Context: an optimization exercise on an open-source flow, tuned for small area, a short achievable clock period and few clock cycles per item. The choices shown serve that exercise and are no tape-out recipe.
RTL that was checked went through simulation tests only; none was proved equivalent to the original.
Power and IR drop assume default switching activity.

==> inputs of nickel <==
Design chip8_instruction_execute_top, start of the top module:
module chip8_instruction_execute_top #(
    parameter int unsigned STACK_DEPTH = 16
) (
    input  wire logic        aclk,
    input  wire logic        aresetn,
    input  wire logic        cfg_valid,
    output logic             cfg_ready,
    input  wire logic [11:0] cfg_start_address,
    input  wire logic        s_valid,
    output logic             s_ready,
    input  wire logic [15:0] s_instruction,
    output logic             m_valid,
    input  wire logic        m_ready,
    output logic [11:0]      m_pc_value,
    output logic [11:0]      m_index_value,
    output logic             m_reg_written,
    output logic [3:0]       m_reg_number,
    output logic [7:0]       m_vreg_data,
    output logic             m_flag_written,
    output logic             m_flag_value,
    output logic [1:0]       m_status
);
    localparam int unsigned AW = (STACK_DEPTH > 1) ? $clog2(STACK_DEPTH) : 1;
    localparam int unsigned RW = 17;    
    logic        s_ready_reg, rst_reg;
    logic        r_valid_reg, r2_valid_reg, e_valid_reg, h_valid_reg;
  ...
Settings: LEC_CHECK=0, ABC_AREA=1, ABC_CLOCK_PERIOD_IN_PS=2500, CAP_MARGIN=20, CORE_MARGIN=2, CORE_UTILIZATION=62, CTS_CLUSTER_DIAMETER=100, CTS_CLUSTER_SIZE=25, SETUP_SLACK_MARGIN=4.8, SLEW_MARGIN=20, TNS_END_PERCENT=40; clock period 7.0 ns.
standard.sh (not shown) runs the stock make flow with config.mk's settings and CLKGATE_MAP_FILE= SYNTH_SCRIPT=/design/flow/synth_recipe.tcl, a recipe that flattens the netlist after the stock synthesis.
==> flow/flow/run.sh <==
#!/bin/bash
# The standard synthesis; then only its combinational logic is mapped
# again, with ABC's default script (flip-flops keep their cells and names);
# then the standard layout from that netlist, with plain buffers
# (buf_2) on the input and output ports.
set -euo pipefail
R="$PWD/orfs/results/$FLOW_PLATFORM/chip8_instruction_execute_top/base"
LIB="$FLOW_HOME/platforms/$FLOW_PLATFORM/lib/sky130_fd_sc_hd__tt_025C_1v80.lib"
YOSYS="${YOSYS_EXE:-$(command -v yosys)}"

bash standard.sh synth > standard_synth.log 2>&1

# the platform's combinational cells as Verilog, from their liberty functions
python3 flow/genmodels.py "$LIB" > cell_models.v 2> genmodels.log
cp "$R/1_2_yosys.v" synth_standard.v
REMAP_LIB="$LIB" REMAP_IN=synth_standard.v REMAP_OUT="$R/1_2_yosys.v" \
REMAP_TOP="$FLOW_TOP" REMAP_MODELS=cell_models.v \
REMAP_DONT_USE="sky130_fd_sc_hd__probe_p_8 sky130_fd_sc_hd__probec_p_8 sky130_fd_sc_hd__lpflow_*" \
  "$YOSYS" -c flow/remap.tcl > remap.log 2>&1

bash standard.sh BUFFER_PORTS_ARGS="-buffer_cell sky130_fd_sc_hd__buf_2" finish > standard_flow.log 2>&1
==> flow/flow/genmodels.py <==
import re,sys
lib=open(sys.argv[1]).read()
out=[]
# split into cells
for m in re.finditer(r'\n\s*cell\s*\(\s*"?(\w+)"?\s*\)\s*\{',lib):
    name=m.group(1)
    start=m.end(); depth=1; i=start
    while depth:
        c=lib[i]
        if c=='{': depth+=1
        elif c=='}': depth-=1
        i+=1
    body=lib[start:i]
    if re.search(r'\b(ff|latch|statetable)\s*\(',body): continue
    pins=[]
    for pm in re.finditer(r'\n\s*pin\s*\(\s*"?(\w+)"?\s*\)\s*\{',body):
        s=pm.end(); d=1; j=s
        while d:
            c=body[j]
            if c=='{': d+=1
            elif c=='}': d-=1
            j+=1
        pb=body[s:j]
        dm=re.search(r'direction\s*:\s*"?(\w+)"?',pb)
        fm=re.search(r'\bfunction\s*:\s*"([^"]*)"',pb)
        pins.append((pm.group(1),dm.group(1) if dm else None,fm.group(1) if fm else None))
    outs=[p for p in pins if p[1]=='output']
    ins=[p for p in pins if p[1]=='input']
    if not outs or any(p[2] is None for p in outs): continue
    if any(p[1] not in ('input','output') for p in pins): continue
    ports=[f"input {p[0]}" for p in ins]+[f"output {p[0]}" for p in outs]
    lines=[f"module {name}({', '.join(ports)});"]
    for p in outs:
        f=p[2].replace('!','~').replace('*','&').replace('+','|')
        f=re.sub(r"(\w+)'",r"~\1",f)
        lines.append(f"  assign {p[0]} = {f};")
    lines.append("endmodule")
    out.append("\n".join(lines))
print("\n".join(out))
==> flow/flow/remap.tcl <==
# Re-map the combinational logic of a synthesized netlist with ABC's default
# script; flip-flops keep their cells and instance names.
yosys -import
set lib $::env(REMAP_LIB)
read_liberty -lib $lib
read_verilog $::env(REMAP_IN)
hierarchy -top $::env(REMAP_TOP)
techmap -map $::env(REMAP_MODELS)
opt -purge
techmap
opt -fast -purge
set du {}
foreach c $::env(REMAP_DONT_USE) { lappend du -dont_use $c }
abc -liberty $lib {*}$du
opt_clean -purge
setundef -zero
splitnets
opt_clean -purge
hilomap -singleton -hicell sky130_fd_sc_hd__conb_1 HI -locell sky130_fd_sc_hd__conb_1 LO
insbuf -buf sky130_fd_sc_hd__buf_4 A X
check
stat -liberty $lib
write_verilog -noattr -noexpr -nohex -nodec $::env(REMAP_OUT)
==> xenon (differences from nickel) <==
--- a/flow/design.v
+++ b/flow/design.v
@@ -293,16 +293,16 @@
     assign e_fire  = e_valid_reg && h_en;
     assign r_adv   = !e_valid_reg || h_en;
     assign r_load  = r_adv || !r_valid_reg;
     assign accept  = s_valid && s_ready_reg;
     assign e_num = e_ins_reg[11:8];
     assign e_rw  = e_ctl_reg[1];
     assign e_fw  = e_ctl_reg[0];
-    assign w_rw  = e_valid_reg && e_rw;
-    assign w_fw  = e_valid_reg && e_fw;
+    assign w_rw  = e_fire && e_rw;
+    assign w_fw  = e_fire && e_fw;
     c8ie_predec u_predec (
         .ins (r_ins_reg),
         .ctl (r_ctl)
     );
     c8ie_vreg_file u_vregs (
         .aclk  (aclk),
         .clr   (rst_reg),
@@ -331,15 +331,15 @@
         end
     end
     c8ie_stack #(
         .STACK_DEPTH (STACK_DEPTH),
         .AW          (AW)
     ) u_stack (
         .aclk    (aclk),
-        .wr_en   (e_valid_reg && push),
+        .wr_en   (e_fire && push),
         .wr_addr (AW'(tp_reg + AW'(1))),
         .wr_data (pc_inc),
         .rd_addr (tp_reg),
         .rd_data (stack_top)
     );
     c8ie_exec u_exec (
         .ins       (e_ins_reg),
==> flow/run.sh (new file) <==
#!/bin/bash
# synth_recipe.tcl (not shown) runs the flow's synth.tcl, then flattens the netlist and writes it again
# the make line also repeats each setting of config.mk as NAME=value (left out here)
make -C /OpenROAD-flow-scripts/flow DESIGN_CONFIG=/design/flow/config.mk WORK_HOME=/design/flow/orfs CLKGATE_MAP_FILE= SYNTH_SCRIPT=/design/flow/synth_recipe.tcl finish
Settings changed: ABC_AREA 1 to unset, CORE_UTILIZATION 62 to 40, CTS_CLUSTER_SIZE 25 to 20, SETUP_SLACK_MARGIN 4.8 to 4.5, TNS_END_PERCENT 40 to 5.
removed: flow/flow/run.sh
removed: flow/flow/genmodels.py
removed: flow/flow/remap.tcl
removed: flow/standard.sh
==> juniper (differences from nickel) <==
--- a/flow/design.v
+++ b/flow/design.v
@@ -262,28 +262,29 @@
     output logic             m_reg_written,
     output logic [3:0]       m_reg_number,
     output logic [7:0]       m_vreg_data,
     output logic             m_flag_written,
     output logic             m_flag_value,
     output logic [1:0]       m_status
 );
+    localparam int unsigned CW = $clog2(STACK_DEPTH + 1);
     localparam int unsigned AW = (STACK_DEPTH > 1) ? $clog2(STACK_DEPTH) : 1;
     localparam int unsigned RW = 17;    
     logic        s_ready_reg, rst_reg;
     logic        r_valid_reg, r2_valid_reg, e_valid_reg, h_valid_reg;
     logic        r_valid_nxt, r2_valid_nxt, e_valid_nxt, h_valid_nxt;
     logic        e_fire, r_adv, r_load, accept, h_en;
     logic [15:0] r_ins_reg, r2_ins_reg;
     logic [7:0]  rd_x, rd_y, fwd_x, fwd_y;
     logic [15:0] e_ins_reg;
     logic [7:0]  opx_reg, opy_reg;
     logic [7:0]  r_ctl, e_ctl_reg;
     logic [11:0]   pc_reg, idx_reg;
-    logic [AW-1:0] tp_reg;      
-    logic          ne_reg;      
+    logic [CW-1:0] cnt_reg;
+    logic [AW-1:0] tp_reg;
     logic [11:0] pc_next, pc_inc, idx_next, stack_top;
     logic        push, pop, e_rw, e_fw, e_fval, w_rw, w_fw;
     logic [7:0]  e_val;
     logic [1:0]  e_status;
     logic [3:0]  e_num;
     logic [RW-1:0] e_res;
     logic [RW-1:0] h_res_reg;
@@ -293,16 +294,16 @@
     assign e_fire  = e_valid_reg && h_en;
     assign r_adv   = !e_valid_reg || h_en;
     assign r_load  = r_adv || !r_valid_reg;
     assign accept  = s_valid && s_ready_reg;
     assign e_num = e_ins_reg[11:8];
     assign e_rw  = e_ctl_reg[1];
     assign e_fw  = e_ctl_reg[0];
-    assign w_rw  = e_valid_reg && e_rw;
-    assign w_fw  = e_valid_reg && e_fw;
+    assign w_rw  = e_fire && e_rw;
+    assign w_fw  = e_fire && e_fw;
     c8ie_predec u_predec (
         .ins (r_ins_reg),
         .ctl (r_ctl)
     );
     c8ie_vreg_file u_vregs (
         .aclk  (aclk),
         .clr   (rst_reg),
@@ -331,28 +332,28 @@
         end
     end
     c8ie_stack #(
         .STACK_DEPTH (STACK_DEPTH),
         .AW          (AW)
     ) u_stack (
         .aclk    (aclk),
-        .wr_en   (e_valid_reg && push),
-        .wr_addr (AW'(tp_reg + AW'(1))),
+        .wr_en   (e_fire && push),
+        .wr_addr (cnt_reg[AW-1:0]),
         .wr_data (pc_inc),
         .rd_addr (tp_reg),
         .rd_data (stack_top)
     );
     c8ie_exec u_exec (
         .ins       (e_ins_reg),
         .ctl       (e_ctl_reg),
         .clr       (rst_reg),
         .pc        (pc_reg),
         .idx       (idx_reg),
-        .empty     (!ne_reg),
-        .full      (ne_reg && tp_reg == AW'(STACK_DEPTH - 1)),
+        .empty     (cnt_reg == '0),
+        .full      (cnt_reg >= CW'(STACK_DEPTH)),
         .vx        (opx_reg),
         .vy        (opy_reg),
         .stack_top (stack_top),
         .pc_next   (pc_next),
         .pc_inc    (pc_inc),
         .idx_next  (idx_next),
         .push      (push),
@@ -381,33 +382,33 @@
             r_valid_reg  <= r_valid_nxt;
             r2_valid_reg <= r2_valid_nxt;
             e_valid_reg  <= e_valid_nxt;
             h_valid_reg  <= h_valid_nxt;
         end
     end
     always_ff @(posedge aclk) begin
-        if (cfg_valid) begin
+        if (aresetn && cfg_valid) begin
             pc_reg <= cfg_start_address;
         end else if (rst_reg) begin
             pc_reg <= c8ie_pkg::RESET_START_ADDR;
         end else if (e_fire) begin
             pc_reg <= pc_next;
         end
         if (rst_reg) begin
             idx_reg <= '0;
-            ne_reg  <= 1'b0;
-            tp_reg  <= AW'(STACK_DEPTH - 1);
+            cnt_reg <= '0;
+            tp_reg  <= '1;
         end else if (e_fire) begin
             idx_reg <= idx_next;
             if (push) begin
-                ne_reg  <= 1'b1;
-                tp_reg  <= AW'(tp_reg + AW'(1));
+                cnt_reg <= cnt_reg + CW'(1);
+                tp_reg  <= tp_reg + AW'(1);
             end else if (pop) begin
-                ne_reg  <= (tp_reg != '0);
-                tp_reg  <= AW'(tp_reg - AW'(1));
+                cnt_reg <= cnt_reg - CW'(1);
+                tp_reg  <= tp_reg - AW'(1);
             end
         end
     end
     always_ff @(posedge aclk) begin
         if (r_load) begin
             r_ins_reg <= r2_valid_reg ? r2_ins_reg : s_instruction;
         end
==> flow/run.sh (new file) <==
#!/bin/bash
# synth_recipe.tcl (not shown) runs the flow's synth.tcl, then flattens the netlist and writes it again
# the make line also repeats each setting of config.mk as NAME=value (left out here)
make -C /OpenROAD-flow-scripts/flow DESIGN_CONFIG=/design/flow/config.mk WORK_HOME=/design/flow/orfs CLKGATE_MAP_FILE= SYNTH_SCRIPT=/design/flow/synth_recipe.tcl finish
Settings changed: ABC_AREA 1 to unset, ABC_CLOCK_PERIOD_IN_PS 2500 to unset, CORE_UTILIZATION 62 to 40, CTS_CLUSTER_DIAMETER 100 to unset, CTS_CLUSTER_SIZE 25 to unset, SETUP_SLACK_MARGIN 4.8 to unset, TNS_END_PERCENT 40 to unset.
removed: flow/flow/run.sh
removed: flow/flow/genmodels.py
removed: flow/flow/remap.tcl
removed: flow/standard.sh
==> comparison <==
xenon completed without violations. nickel finished clean. juniper went through all stages and came out clean.
Of xenon and juniper, juniper has the higher flip-flop and latch count (gap 4).
Cell area, lowest first: nickel, juniper, xenon.
Power: juniper > xenon > nickel.
Sequential power is about the same in nickel and juniper.
The lowest fmax belongs to juniper, the highest to nickel.
In xenon the register-to-register slack is better than in juniper, by 0.87 ns.
Of juniper and nickel, juniper has the higher synthesized cell count (gap 16%, measured against nickel).
==> figures <==
| item | xenon | juniper | nickel |
|---|---|---|---|
| Unrepaired setup endpoints after global routing | true | false | true |
| Power Density | 228 nW/µm² | 267 nW/µm² | 237 nW/µm² |
| Synth Area in Adders | 0.0234 | 0.0247 | - |
| Crit path max-delay cell type | a2111oi_1 | nor2_1 | edfxtp_1 |
| Total instance count after detailed placement | 2207 | 2219 | 1824 |
| Cell row count | 84 | 84 | 64 |
| HPWL Detailed | 39700 µm | 41900 µm | 36100 µm |
| Slew of the pin with the lowest slew margin | 1.04 ns | 1.17 ns | 1.04 ns |
| Post-route worst setup slack | 4.16 ns | 3.05 ns | 4.21 ns |
| Maximum ir drop on the vdd rail | 0.000173 V | 0.000184 V | 0.000274 V |
| Number of gates given a new drive strength after cts | 95 | 0 | 150 |
| Status | timing/DRC/antenna clean | timing/DRC/antenna clean | timing/DRC/antenna clean |
| Seq/Total Area, Yosys | 0.616 | 0.619 | - |
| Req. time, crit path | 7.37 ns | 7.19 ns | 7.33 ns |
| Total routed wirelength | 62600 µm | 62300 µm | 61400 µm |
Testbench counts of nickel, summed over its fixed seeds: cycles 12,024, items 12,000.
Testbench counts of xenon, summed over its fixed seeds: cycles 12,024, items 12,000.
No functional check of the RTL was part of juniper.

---

==> cedar: inputs <==
Starting RTL as in the previous note.
Settings: LEC_CHECK=0, ABC_AREA=1, ABC_CLOCK_PERIOD_IN_PS=2500, CAP_MARGIN=20, CORE_MARGIN=2, CORE_UTILIZATION=62, CTS_CLUSTER_DIAMETER=100, CTS_CLUSTER_SIZE=28, SETUP_SLACK_MARGIN=4.5, SLEW_MARGIN=20, TNS_END_PERCENT=20; clock period 7.0 ns.
==> flow/flow/run.sh <==
#!/bin/bash
# The standard layout, with plain buffers (instead of the delay cells the
# resizer picks by default) on the input and output ports.
set -euo pipefail
bash standard.sh BUFFER_PORTS_ARGS="-buffer_cell sky130_fd_sc_hd__buf_2" finish > standard_flow.log 2>&1
==> yarrow (differences from cedar) <==
--- a/flow/design.v
+++ b/flow/design.v
@@ -263,95 +263,96 @@
     output logic [3:0]       m_reg_number,
     output logic [7:0]       m_vreg_data,
     output logic             m_flag_written,
     output logic             m_flag_value,
     output logic [1:0]       m_status
 );
+    localparam int unsigned CW = $clog2(STACK_DEPTH + 1);
     localparam int unsigned AW = (STACK_DEPTH > 1) ? $clog2(STACK_DEPTH) : 1;
     localparam int unsigned RW = 17;    
     logic        s_ready_reg, rst_reg;
-    logic        r_valid_reg, r2_valid_reg, e_valid_reg, h_valid_reg;
-    logic        r_valid_nxt, r2_valid_nxt, e_valid_nxt, h_valid_nxt;
-    logic        e_fire, r_adv, r_load, accept, h_en;
-    logic [15:0] r_ins_reg, r2_ins_reg;
+    logic        k_valid_reg, e_valid_reg, h_valid_reg;
+    logic        k_valid_nxt, e_valid_nxt, h_valid_nxt;
+    logic        e_fire, e_load, accept, h_en;
+    logic [15:0] k_ins_reg, src_ins;
     logic [7:0]  rd_x, rd_y, fwd_x, fwd_y;
     logic [15:0] e_ins_reg;
     logic [7:0]  opx_reg, opy_reg;
-    logic [7:0]  r_ctl, e_ctl_reg;
+    logic [7:0]  src_ctl, e_ctl_reg;
     logic [11:0]   pc_reg, idx_reg;
-    logic [AW-1:0] tp_reg;      
-    logic          ne_reg;      
+    logic [CW-1:0] cnt_reg;
+    logic [AW-1:0] tp_reg;
     logic [11:0] pc_next, pc_inc, idx_next, stack_top;
     logic        push, pop, e_rw, e_fw, e_fval, w_rw, w_fw;
     logic [7:0]  e_val;
     logic [1:0]  e_status;
     logic [3:0]  e_num;
     logic [RW-1:0] e_res;
     logic [RW-1:0] h_res_reg;
     assign cfg_ready = 1'b1;
     assign s_ready   = s_ready_reg;
     assign h_en    = !h_valid_reg || m_ready;
     assign e_fire  = e_valid_reg && h_en;
-    assign r_adv   = !e_valid_reg || h_en;
-    assign r_load  = r_adv || !r_valid_reg;
+    assign e_load  = !e_valid_reg || h_en;
     assign accept  = s_valid && s_ready_reg;
+    assign src_ins = k_valid_reg ? k_ins_reg : s_instruction;
     assign e_num = e_ins_reg[11:8];
     assign e_rw  = e_ctl_reg[1];
     assign e_fw  = e_ctl_reg[0];
-    assign w_rw  = e_valid_reg && e_rw;
-    assign w_fw  = e_valid_reg && e_fw;
+    assign w_rw  = e_fire && e_rw;
+    assign w_fw  = e_fire && e_fw;
     c8ie_predec u_predec (
-        .ins (r_ins_reg),
-        .ctl (r_ctl)
+        .ins (src_ins),
+        .ctl (src_ctl)
     );
     c8ie_vreg_file u_vregs (
         .aclk  (aclk),
         .clr   (rst_reg),
         .rw    (w_rw),
         .num   (e_num),
         .val   (e_val),
         .fw    (w_fw),
         .fval  (e_fval),
-        .rd_x  (r_ins_reg[11:8]),
-        .rd_y  (r_ins_reg[7:4]),
+        .rd_x  (src_ins[11:8]),
+        .rd_y  (src_ins[7:4]),
         .vx    (rd_x),
         .vy    (rd_y)
     );
     always_comb begin
-        fwd_x = rd_x;
-        if (e_valid_reg && e_fw && r_ins_reg[11:8] == c8ie_pkg::FLAG_REG) begin
+        fwd_x = rst_reg ? '0 : rd_x;
+        if (e_valid_reg && e_fw && src_ins[11:8] == c8ie_pkg::FLAG_REG) begin
             fwd_x = {7'd0, e_fval};
-        end else if (e_valid_reg && e_rw && r_ins_reg[11:8] == e_num) begin
+        end else if (e_valid_reg && e_rw && src_ins[11:8] == e_num) begin
             fwd_x = e_val;
         end
-        fwd_y = rd_y;
-        if (e_valid_reg && e_fw && r_ins_reg[7:4] == c8ie_pkg::FLAG_REG) begin
+        fwd_y = rst_reg ? '0 : rd_y;
+        if (e_valid_reg && e_fw && src_ins[7:4] == c8ie_pkg::FLAG_REG) begin
             fwd_y = {7'd0, e_fval};
-        end else if (e_valid_reg && e_rw && r_ins_reg[7:4] == e_num) begin
+        end else if (e_valid_reg && e_rw && src_ins[7:4] == e_num) begin
             fwd_y = e_val;
         end
     end
     c8ie_stack #(
         .STACK_DEPTH (STACK_DEPTH),
         .AW          (AW)
     ) u_stack (
         .aclk    (aclk),
-        .wr_en   (e_valid_reg && push),
-        .wr_addr (AW'(tp_reg + AW'(1))),
+        .wr_en   (e_fire && push),
+        .wr_addr (cnt_reg[AW-1:0]),
         .wr_data (pc_inc),
         .rd_addr (tp_reg),
         .rd_data (stack_top)
     );
     c8ie_exec u_exec (
         .ins       (e_ins_reg),
         .ctl       (e_ctl_reg),
         .clr       (rst_reg),
         .pc        (pc_reg),
         .idx       (idx_reg),
-        .empty     (!ne_reg),
-        .full      (ne_reg && tp_reg == AW'(STACK_DEPTH - 1)),
+        .empty     (cnt_reg == '0),
+        .full      (cnt_reg >= CW'(STACK_DEPTH)),
         .vx        (opx_reg),
         .vy        (opy_reg),
         .stack_top (stack_top),
         .pc_next   (pc_next),
         .pc_inc    (pc_inc),
         .idx_next  (idx_next),
@@ -360,66 +361,60 @@
         .val       (e_val),
         .fval      (e_fval),
         .status    (e_status)
     );
     assign e_res = {e_rw, e_num, e_val, e_fw, e_fval, e_status};
     always_comb begin
-        r_valid_nxt  = r_load ? (r2_valid_reg || accept) : 1'b1;
-        r2_valid_nxt = r2_valid_reg ? !r_adv : (accept && r_valid_reg && !r_adv);
-        e_valid_nxt  = r_adv ? r_valid_reg : 1'b1;
-        h_valid_nxt  = h_en ? e_valid_reg : 1'b1;
+        k_valid_nxt = k_valid_reg ? !e_load : (accept && !e_load);
+        e_valid_nxt = e_load ? (k_valid_reg || accept) : 1'b1;
+        h_valid_nxt = h_en ? e_valid_reg : 1'b1;
     end
     always_ff @(posedge aclk) begin
         rst_reg <= !aresetn;
         if (!aresetn) begin
-            s_ready_reg  <= 1'b1;
-            r_valid_reg  <= 1'b0;
-            r2_valid_reg <= 1'b0;
-            e_valid_reg  <= 1'b0;
-            h_valid_reg  <= 1'b0;
+            s_ready_reg <= 1'b1;
+            k_valid_reg <= 1'b0;
+            e_valid_reg <= 1'b0;
+            h_valid_reg <= 1'b0;
         end else begin
-            s_ready_reg  <= !r2_valid_nxt;
-            r_valid_reg  <= r_valid_nxt;
-            r2_valid_reg <= r2_valid_nxt;
-            e_valid_reg  <= e_valid_nxt;
-            h_valid_reg  <= h_valid_nxt;
+            s_ready_reg <= !k_valid_nxt;
+            k_valid_reg <= k_valid_nxt;
+            e_valid_reg <= e_valid_nxt;
+            h_valid_reg <= h_valid_nxt;
         end
     end
     always_ff @(posedge aclk) begin
-        if (cfg_valid) begin
+        if (aresetn && cfg_valid) begin
             pc_reg <= cfg_start_address;
         end else if (rst_reg) begin
             pc_reg <= c8ie_pkg::RESET_START_ADDR;
         end else if (e_fire) begin
             pc_reg <= pc_next;
         end
         if (rst_reg) begin
             idx_reg <= '0;
-            ne_reg  <= 1'b0;
-            tp_reg  <= AW'(STACK_DEPTH - 1);
+            cnt_reg <= '0;
+            tp_reg  <= '1;
         end else if (e_fire) begin
             idx_reg <= idx_next;
             if (push) begin
-                ne_reg  <= 1'b1;
-                tp_reg  <= AW'(tp_reg + AW'(1));
+                cnt_reg <= cnt_reg + CW'(1);
+                tp_reg  <= tp_reg + AW'(1);
             end else if (pop) begin
-                ne_reg  <= (tp_reg != '0);
-                tp_reg  <= AW'(tp_reg - AW'(1));
+                cnt_reg <= cnt_reg - CW'(1);
+                tp_reg  <= tp_reg - AW'(1);
             end
         end
     end
     always_ff @(posedge aclk) begin
-        if (r_load) begin
-            r_ins_reg <= r2_valid_reg ? r2_ins_reg : s_instruction;
+        if (!k_valid_reg) begin
+            k_ins_reg <= s_instruction;
         end
-        if (!r2_valid_reg) begin
-            r2_ins_reg <= s_instruction;
-        end
-        if (r_adv) begin
-            e_ins_reg <= r_ins_reg;
-            e_ctl_reg <= r_ctl;
+        if (e_load) begin
+            e_ins_reg <= src_ins;
+            e_ctl_reg <= src_ctl;
             opx_reg   <= fwd_x;
             opy_reg   <= fwd_y;
         end
         if (h_en) begin
             h_res_reg <= e_res;
         end
==> flow/run.sh (new file) <==
#!/bin/bash
# synth_recipe.tcl (not shown) runs the flow's synth.tcl, then flattens the netlist and writes it again
# the make line also repeats each setting of config.mk as NAME=value (left out here)
make -C /OpenROAD-flow-scripts/flow DESIGN_CONFIG=/design/flow/config.mk WORK_HOME=/design/flow/orfs CLKGATE_MAP_FILE= SYNTH_SCRIPT=/design/flow/synth_recipe.tcl finish
==> flow/config.mk (replaced) <==
export PLATFORM = sky130hd
export DESIGN_NAME = chip8_instruction_execute_top
export DESIGN_NICKNAME = chip8_instruction_execute_top
export VERILOG_FILES = /design/flow/design.v
export SDC_FILE = /design/flow/constraint.sdc
export NUM_CORES = 4
export LEC_CHECK = 0
export ABC_CLOCK_PERIOD_IN_PS = 2500
export CAP_MARGIN = 20
export CORE_MARGIN = 2
export CORE_UTILIZATION = 40
export SETUP_SLACK_MARGIN = 4.5
export SLEW_MARGIN = 20
export TNS_END_PERCENT = 5
removed: flow/flow/run.sh
removed: flow/standard.sh
==> summary of the runs <==
Maximum frequency: cedar is larger than yarrow (11%).
In cedar the synthesized cell count is higher than in yarrow, by about 46%.
Of yarrow and cedar, yarrow has the higher die area (gap about 50%, measured against cedar).
Between cedar and yarrow, the lower total power is in cedar (gap about 17%, measured against yarrow).
Global-route usage: cedar is higher than yarrow (9.1 points).
Critical path depth: yarrow is higher than cedar (7).
Testbench counts of cedar, summed over its fixed seeds: cycles 12,024, items 12,000.
Function not checked in yarrow: the RTL went through the layout flow alone.

## port drivers added, routing unchanged
In the flow no input, the clock included, has a driving cell. The finished layouts below were timed again as built, in two steps.
Step 1 (the two cells are an assumption about what drives the block):
set clk [get_ports {aclk}]
set_driving_cell -lib_cell sky130_fd_sc_hd__clkbuf_16 $clk
set_driving_cell -lib_cell sky130_fd_sc_hd__buf_2 [delete_from_list [all_inputs] $clk]
Step 2 moves the port delays by t, midway between the first and last clock arrival at a register: inputs arrive t later, outputs are due t later. That takes back most of the time a late clock gives input paths.
a / b / c = ideal ports / drivers / drivers and shift; a / b = the first two.
run | t, ns | setup WS [ns] | slew at the worst register clock pin (ns) | pins driven straight from the clock port
nickel | 0.607 | 4.211 / 4.211 / 3.909 | 0.11 / 0.11 | 1
xenon | 0.659 | 4.161 / 4.107 / 3.763 | 0.10 / 0.10 | 1
juniper | 0.649 | 3.049 / 3.086 / 2.437 | 0.07 / 0.07 | 1
cedar | 0.605 | 4.289 / 4.231 / 3.960 | 0.11 / 0.11 | 1
yarrow | 0.636 | 3.998 / 4.022 / 3.386 | 0.06 / 0.06 | 1
After both steps setup and hold are still met in every run listed.
